What follows belongs to an exercise in optimizing a design on an open flow for small area; a production flow would make more cautious choices.
Where RTL was checked, it was by simulation tests only, not by an equivalence proof against the original.
No activity file was given, so power comes from the tool's default toggle rates.

==> flow/design.v <==
module asr_oai221 (input logic a1, a2, b1, b2, c1, output logic y);
  assign y = ~((a1 | a2) & (b1 | b2) & c1);
endmodule
module asr_nand3 (input logic a, b, c, output logic y);
  assign y = ~(a & b & c);
endmodule
module asr_inv (input logic a, output logic y);
  assign y = ~a;
endmodule
module asr_nor2 (input logic a, b, output logic y);
  assign y = ~(a | b);
endmodule
module asr_nor3 (input logic a, b, c, output logic y);
  assign y = ~(a | b | c);
endmodule
module asr_aoi22 (input logic a1, a2, b1, b2, output logic y);
  assign y = ~((a1 & a2) | (b1 & b2));
endmodule
module asr_oai22 (input logic a1, a2, b1, b2, output logic y);
  assign y = ~((a1 | a2) & (b1 | b2));
endmodule
module asr_nand2 (input logic a, b, output logic y);
  assign y = ~(a & b);
endmodule
module asr_ao22 (input logic a1, a2, b1, b2, output logic y);
  assign y = (a1 & a2) | (b1 & b2);
endmodule
module asr_rcomb (input logic [7:0] p, input logic hold, r, output logic y);
  assign y = (|p) | (hold & r);
endmodule
module alt_sync_ram #(
  parameter int WIDTH         = 64,
  parameter int WIDTHAD       = 4,
  parameter int NUMWORDS      = 1 << WIDTHAD,
  parameter int WIDTH_BYTEENA = 8,
  parameter int OUTDATA_REG   = 1
) (
  input  logic                     clock0,
  input  logic                     aclr0,
  input  logic                     clocken0,
  input  logic                     wren_a,
  input  logic                     wren_b,
  input  logic                     rden_a,
  input  logic                     rden_b,
  input  logic [WIDTHAD-1:0]       address_a,
  input  logic [WIDTHAD-1:0]       address_b,
  input  logic [WIDTH-1:0]         data_a,
  input  logic [WIDTH-1:0]         data_b,
  input  logic [WIDTH_BYTEENA-1:0] byteena_a,
  input  logic [WIDTH_BYTEENA-1:0] byteena_b,
  input  logic                     addressstall_a,
  input  logic                     addressstall_b,
  output logic [WIDTH-1:0]         q_a,
  output logic [WIDTH-1:0]         q_b
);
  localparam int LANE  = WIDTH / WIDTH_BYTEENA;
  localparam int PAIRS = NUMWORDS / 2;
  logic [NUMWORDS-1:0][WIDTH-1:0] mem_n;
  logic [NUMWORDS-1:0][WIDTH-1:0] keep_n;
  logic [NUMWORDS-1:0][WIDTH-1:0] mem_n_nxt;
  genvar gw;
  logic [WIDTHAD-1:0] addr_reg_a, addr_reg_b;
  logic [WIDTHAD-1:0] raddr_a, raddr_b;
  logic [WIDTH-1:0]   rdata_a, rdata_b;
  logic [WIDTH-1:0]   rdata_a_nxt, rdata_b_nxt;
  logic [WIDTH-1:0]   q_a_nxt, q_b_nxt;
  logic [NUMWORDS-1:0] wdec_a, wdec_b;
  logic [WIDTH_BYTEENA-1:0] wbe_a, wbe_b;
  logic [NUMWORDS-1:0][WIDTH_BYTEENA-1:0] sel_a_n, sel_b_n, hold;
  logic [NUMWORDS-1:0] rsel_a_n, rsel_b_n;
  logic ren_a_n, ren_b_n;
  logic cken_n;
  logic rclr_a, rclr_b;
  logic qld_a, qld_b;
  assign raddr_a = addressstall_a ? addr_reg_a : address_a;
  assign raddr_b = addressstall_b ? addr_reg_b : address_b;
  assign ren_a_n = ~(clocken0 & rden_a);
  assign ren_b_n = ~(clocken0 & rden_b);
  assign cken_n  = ~clocken0;
  assign qld_a   = clocken0 & ~rclr_a;
  assign qld_b   = clocken0 & ~rclr_b;
  always_comb
    for (int i = 0; i < WIDTH_BYTEENA; i++) begin
      wbe_a[i] = clocken0 & wren_a & byteena_a[i];
      wbe_b[i] = clocken0 & wren_b & byteena_b[i];
    end
  logic [3:0][WIDTHAD-1:0] dec_in, dec_in_n;
  assign dec_in = {raddr_b, raddr_a, address_b, address_a};
  logic [1:0][3:0] wlo_n, whi_n, rlo, rhi;
  logic [1:0] ren;
  assign ren = {~ren_b_n, ~ren_a_n};
  genvar gp, gj, gx;
  generate
    for (gx = 0; gx < 4; gx++) begin : g_ainv
      for (gj = 0; gj < WIDTHAD; gj++) begin : g_bit
        asr_inv u_inv (.a(dec_in[gx][gj]), .y(dec_in_n[gx][gj]));
      end
    end
    for (gp = 0; gp < 2; gp++) begin : g_pdec
      for (gj = 0; gj < 4; gj++) begin : g_q
        asr_nand2 u_wlo (
          .a(gj[0] ? dec_in[gp][0] : dec_in_n[gp][0]),
          .b(gj[1] ? dec_in[gp][1] : dec_in_n[gp][1]), .y(wlo_n[gp][gj])
        );
        asr_nand2 u_whi (
          .a(gj[0] ? dec_in[gp][2] : dec_in_n[gp][2]),
          .b(gj[1] ? dec_in[gp][3] : dec_in_n[gp][3]), .y(whi_n[gp][gj])
        );
        asr_nor2 u_rlo (
          .a(gj[0] ? dec_in_n[gp+2][0] : dec_in[gp+2][0]),
          .b(gj[1] ? dec_in_n[gp+2][1] : dec_in[gp+2][1]), .y(rlo[gp][gj])
        );
        asr_nor3 u_rhi (
          .a(gj[0] ? dec_in_n[gp+2][2] : dec_in[gp+2][2]),
          .b(gj[1] ? dec_in_n[gp+2][3] : dec_in[gp+2][3]),
          .c(~ren[gp]), .y(rhi[gp][gj])
        );
      end
    end
    for (gw = 0; gw < NUMWORDS; gw++) begin : g_dec
      asr_nor2  u_wdec_a (.a(wlo_n[0][gw % 4]), .b(whi_n[0][gw / 4]), .y(wdec_a[gw]));
      asr_nor2  u_wdec_b (.a(wlo_n[1][gw % 4]), .b(whi_n[1][gw / 4]), .y(wdec_b[gw]));
      asr_nand2 u_rsel_a (.a(rlo[0][gw % 4]),   .b(rhi[0][gw / 4]),   .y(rsel_a_n[gw]));
      asr_nand2 u_rsel_b (.a(rlo[1][gw % 4]),   .b(rhi[1][gw / 4]),   .y(rsel_b_n[gw]));
    end
  endgenerate
  genvar gi, gb, gk;
  generate
    for (gw = 0; gw < NUMWORDS; gw++) begin : g_word
      for (gi = 0; gi < WIDTH_BYTEENA; gi++) begin : g_lane
        asr_nand2 u_sa (.a(wdec_a[gw]), .b(wbe_a[gi]), .y(sel_a_n[gw][gi]));
        asr_nand3 u_sb (.a(wdec_b[gw]), .b(wbe_b[gi]), .c(sel_a_n[gw][gi]), .y(sel_b_n[gw][gi]));
        asr_aoi22 u_h (
          .a1(wdec_a[gw]), .a2(wbe_a[gi]), .b1(wdec_b[gw]), .b2(wbe_b[gi]), .y(hold[gw][gi])
        );
      end
      for (gb = 0; gb < WIDTH; gb++) begin : g_bit
        asr_nand2 u_keep (.a(hold[gw][gb/LANE]), .b(mem_n[gw][gb]), .y(keep_n[gw][gb]));
        asr_oai221 u_next (
          .a1(sel_a_n[gw][gb/LANE]), .a2(data_a[gb]),
          .b1(sel_b_n[gw][gb/LANE]), .b2(data_b[gb]),
          .c1(keep_n[gw][gb]),
          .y(mem_n_nxt[gw][gb])
        );
      end
    end
    for (gb = 0; gb < WIDTH; gb++) begin : g_rd
      logic [PAIRS-1:0] pa, pb;
      for (gk = 0; gk < PAIRS; gk++) begin : g_pair
        asr_oai22 u_pa (
          .a1(rsel_a_n[2*gk]),   .a2(mem_n[2*gk][gb]),
          .b1(rsel_a_n[2*gk+1]), .b2(mem_n[2*gk+1][gb]), .y(pa[gk])
        );
        asr_oai22 u_pb (
          .a1(rsel_b_n[2*gk]),   .a2(mem_n[2*gk][gb]),
          .b1(rsel_b_n[2*gk+1]), .b2(mem_n[2*gk+1][gb]), .y(pb[gk])
        );
      end
      asr_rcomb u_ra (.p(pa), .hold(ren_a_n), .r(rdata_a[gb]), .y(rdata_a_nxt[gb]));
      asr_rcomb u_rb (.p(pb), .hold(ren_b_n), .r(rdata_b[gb]), .y(rdata_b_nxt[gb]));
      asr_ao22  u_qa (.a1(qld_a), .a2(rdata_a[gb]), .b1(cken_n), .b2(q_a[gb]), .y(q_a_nxt[gb]));
      asr_ao22  u_qb (.a1(qld_b), .a2(rdata_b[gb]), .b1(cken_n), .b2(q_b[gb]), .y(q_b_nxt[gb]));
    end
  endgenerate
  always_ff @(posedge clock0) begin
    mem_n <= mem_n_nxt;
  end
  always_ff @(posedge clock0) begin
    if (clocken0) begin
      addr_reg_a <= raddr_a;
      addr_reg_b <= raddr_b;
    end
  end
  always_ff @(posedge clock0) begin
    rdata_a <= rdata_a_nxt;
    rdata_b <= rdata_b_nxt;
  end
  always_ff @(posedge clock0 or posedge aclr0) begin
    if (aclr0) begin
      rclr_a <= 1'b1;
      rclr_b <= 1'b1;
    end else begin
      if (~ren_a_n) rclr_a <= 1'b0;
      if (~ren_b_n) rclr_b <= 1'b0;
    end
  end
  generate
    if (OUTDATA_REG != 0) begin : g_outreg
      always_ff @(posedge clock0 or posedge aclr0) begin
        if (aclr0) begin
          q_a <= '0;
          q_b <= '0;
        end else begin
          q_a <= q_a_nxt;
          q_b <= q_b_nxt;
        end
      end
    end else begin : g_outcomb
      assign q_a = rdata_a;
      assign q_b = rdata_b;
    end
  endgenerate
endmodule
export LEC_CHECK = 0
export CAP_MARGIN = 15
export CORE_MARGIN = 2
export CORE_UTILIZATION = 40
export GPL_TIMING_DRIVEN = 0
export SETUP_SLACK_MARGIN = 0.5
export SLEW_MARGIN = 15
export SYNTH_HIERARCHICAL = 1
create_clock -name core_clock -period 4.0 [get_ports {clock0}]
standard.sh (not shown) runs the stock make flow with config.mk's settings and CLKGATE_MAP_FILE= SYNTH_SCRIPT=/design/flow/synth_recipe.tcl, a recipe that flattens the netlist after the stock synthesis.
==> flow/flow/run.sh <==
#!/bin/bash
# Layout flow: the standard flow (standard.sh) with these changes.
#  1. After the standard synthesis, the o221ai, nor3 and a22oi cells that ABC sized up inside the one-gate
#     modules go back to drive strength 1; later repair steps size them up again where timing
#     or slew needs it. Registers are not touched.
#  2. Ports are buffered with the smallest buffer instead of a delay cell.
#  3. Clock tree: clkbuf_8 buffers, larger sink clusters, no dummy loads.
# Each make run writes its full output to a log file here; ORFS keeps its per-step logs under
# orfs/logs.
set -euo pipefail
R=orfs/results/${FLOW_PLATFORM:-sky130hd}/alt_sync_ram/base

bash standard.sh synth > run_synth.log 2>&1

sed -i -E 's/\bsky130_fd_sc_hd__(o221ai|nor3|a22oi)_2\b/sky130_fd_sc_hd__\1_1/g' "$R/1_2_yosys.v"
grep -c "sky130_fd_sc_hd__o221ai_1 " "$R/1_2_yosys.v" > run_resize.log || true

CTS="-sink_clustering_enable -repair_clock_nets -dont_use_dummy_load"
CTS="$CTS -buf_list {sky130_fd_sc_hd__clkbuf_8} -sink_clustering_size 15 -sink_clustering_max_diameter 60"
bash standard.sh "BUFFER_PORTS_ARGS=-buffer_cell sky130_fd_sc_hd__buf_1" "CTS_ARGS=$CTS" \
  finish > run_layout.log 2>&1
==> next run, changes <==
--- a/flow/design.v
+++ b/flow/design.v
@@ -64,10 +64,12 @@
   logic [WIDTH-1:0]   rdata_a, rdata_b;
   logic [WIDTH-1:0]   rdata_a_nxt, rdata_b_nxt;
   logic [WIDTH-1:0]   q_a_nxt, q_b_nxt;
-  logic [NUMWORDS-1:0] wdec_a, wdec_b;
+  localparam int WSL = 2;
+  localparam int RSL = 4;
+  logic [WSL-1:0][NUMWORDS-1:0] wdec_a, wdec_b;
   logic [WIDTH_BYTEENA-1:0] wbe_a, wbe_b;
   logic [NUMWORDS-1:0][WIDTH_BYTEENA-1:0] sel_a_n, sel_b_n, hold;
-  logic [NUMWORDS-1:0] rsel_a_n, rsel_b_n;
+  logic [RSL-1:0][NUMWORDS-1:0] rsel_a_n, rsel_b_n;
   logic ren_a_n, ren_b_n;
   logic cken_n;
   logic rclr_a, rclr_b;
@@ -118,20 +120,25 @@
       end
     end
     for (gw = 0; gw < NUMWORDS; gw++) begin : g_dec
-      asr_nor2  u_wdec_a (.a(wlo_n[0][gw % 4]), .b(whi_n[0][gw / 4]), .y(wdec_a[gw]));
-      asr_nor2  u_wdec_b (.a(wlo_n[1][gw % 4]), .b(whi_n[1][gw / 4]), .y(wdec_b[gw]));
-      asr_nand2 u_rsel_a (.a(rlo[0][gw % 4]),   .b(rhi[0][gw / 4]),   .y(rsel_a_n[gw]));
-      asr_nand2 u_rsel_b (.a(rlo[1][gw % 4]),   .b(rhi[1][gw / 4]),   .y(rsel_b_n[gw]));
+      for (gx = 0; gx < WSL; gx++) begin : g_ws
+        asr_nor2  u_wdec_a (.a(wlo_n[0][gw % 4]), .b(whi_n[0][gw / 4]), .y(wdec_a[gx][gw]));
+        asr_nor2  u_wdec_b (.a(wlo_n[1][gw % 4]), .b(whi_n[1][gw / 4]), .y(wdec_b[gx][gw]));
+      end
+      for (gx = 0; gx < RSL; gx++) begin : g_rs
+        asr_nand2 u_rsel_a (.a(rlo[0][gw % 4]), .b(rhi[0][gw / 4]), .y(rsel_a_n[gx][gw]));
+        asr_nand2 u_rsel_b (.a(rlo[1][gw % 4]), .b(rhi[1][gw / 4]), .y(rsel_b_n[gx][gw]));
+      end
     end
   endgenerate
   genvar gi, gb, gk;
   generate
     for (gw = 0; gw < NUMWORDS; gw++) begin : g_word
       for (gi = 0; gi < WIDTH_BYTEENA; gi++) begin : g_lane
-        asr_nand2 u_sa (.a(wdec_a[gw]), .b(wbe_a[gi]), .y(sel_a_n[gw][gi]));
-        asr_nand3 u_sb (.a(wdec_b[gw]), .b(wbe_b[gi]), .c(sel_a_n[gw][gi]), .y(sel_b_n[gw][gi]));
+        asr_nand2 u_sa (.a(wdec_a[gi*WSL/WIDTH_BYTEENA][gw]), .b(wbe_a[gi]), .y(sel_a_n[gw][gi]));
+        asr_nand3 u_sb (.a(wdec_b[gi*WSL/WIDTH_BYTEENA][gw]), .b(wbe_b[gi]), .c(sel_a_n[gw][gi]), .y(sel_b_n[gw][gi]));
         asr_aoi22 u_h (
-          .a1(wdec_a[gw]), .a2(wbe_a[gi]), .b1(wdec_b[gw]), .b2(wbe_b[gi]), .y(hold[gw][gi])
+          .a1(wdec_a[gi*WSL/WIDTH_BYTEENA][gw]), .a2(wbe_a[gi]),
+          .b1(wdec_b[gi*WSL/WIDTH_BYTEENA][gw]), .b2(wbe_b[gi]), .y(hold[gw][gi])
         );
       end
       for (gb = 0; gb < WIDTH; gb++) begin : g_bit
@@ -148,12 +155,12 @@
       logic [PAIRS-1:0] pa, pb;
       for (gk = 0; gk < PAIRS; gk++) begin : g_pair
         asr_oai22 u_pa (
-          .a1(rsel_a_n[2*gk]),   .a2(mem_n[2*gk][gb]),
-          .b1(rsel_a_n[2*gk+1]), .b2(mem_n[2*gk+1][gb]), .y(pa[gk])
+          .a1(rsel_a_n[gb*RSL/WIDTH][2*gk]),   .a2(mem_n[2*gk][gb]),
+          .b1(rsel_a_n[gb*RSL/WIDTH][2*gk+1]), .b2(mem_n[2*gk+1][gb]), .y(pa[gk])
         );
         asr_oai22 u_pb (
-          .a1(rsel_b_n[2*gk]),   .a2(mem_n[2*gk][gb]),
-          .b1(rsel_b_n[2*gk+1]), .b2(mem_n[2*gk+1][gb]), .y(pb[gk])
+          .a1(rsel_b_n[gb*RSL/WIDTH][2*gk]),   .a2(mem_n[2*gk][gb]),
+          .b1(rsel_b_n[gb*RSL/WIDTH][2*gk+1]), .b2(mem_n[2*gk+1][gb]), .y(pb[gk])
         );
       end
       asr_rcomb u_ra (.p(pa), .hold(ren_a_n), .r(rdata_a[gb]), .y(rdata_a_nxt[gb]));
What happened: Combinational power went up by 4.7%. Final area went down by 0.53%. Cell count went up by 1.5%. Hold slack improves by 97 ps. Routed wire length went up by 1.6%. Total power went up by 1.4%. Die area went up by 0.91%. Synthesized area went up by 0.92%. Synthesized cell count went up by 2.3%. Count of clock-buffer cells in the layout went up by 3. Clock power went up by about 1%.
Function not checked in the first run of this note: the RTL went through the layout flow alone.

[what the ideal ports hide]
Ports are ideal in the flow. The routed layouts listed here were re-timed in OpenROAD.
Step 1 (the two cells are an assumption about what drives the block):
set clk [get_ports {clock0}]
set_driving_cell -lib_cell sky130_fd_sc_hd__clkbuf_16 $clk
set_driving_cell -lib_cell sky130_fd_sc_hd__buf_2 [delete_from_list [all_inputs] $clk]
Step 2 also shifts input and output timing later by t, the mid clock arrival at the registers, as if the neighbouring blocks saw the same clock.
Three values: ideal ports, drivers, drivers and shift; two values: the first two.
run	t (ns)	slack for setup (ns)	clock arrival spread, ns	worst register clock-pin slew, ns	cell pins on the clock port's net
the first run	0.918	0.425 / 0.479 / -0.439	0.075 / 0.075	0.11 / 0.11	1
the second run	0.945	0.350 / 0.404 / -0.541	0.107 / 0.108	0.10 / 0.10	1
Met with ideal ports but missed after step 2: setup timing in the first run and the second run. The setup slack of the second run, which loses most, moves by +0.054 ns with the drivers and by -0.891 ns with both steps.
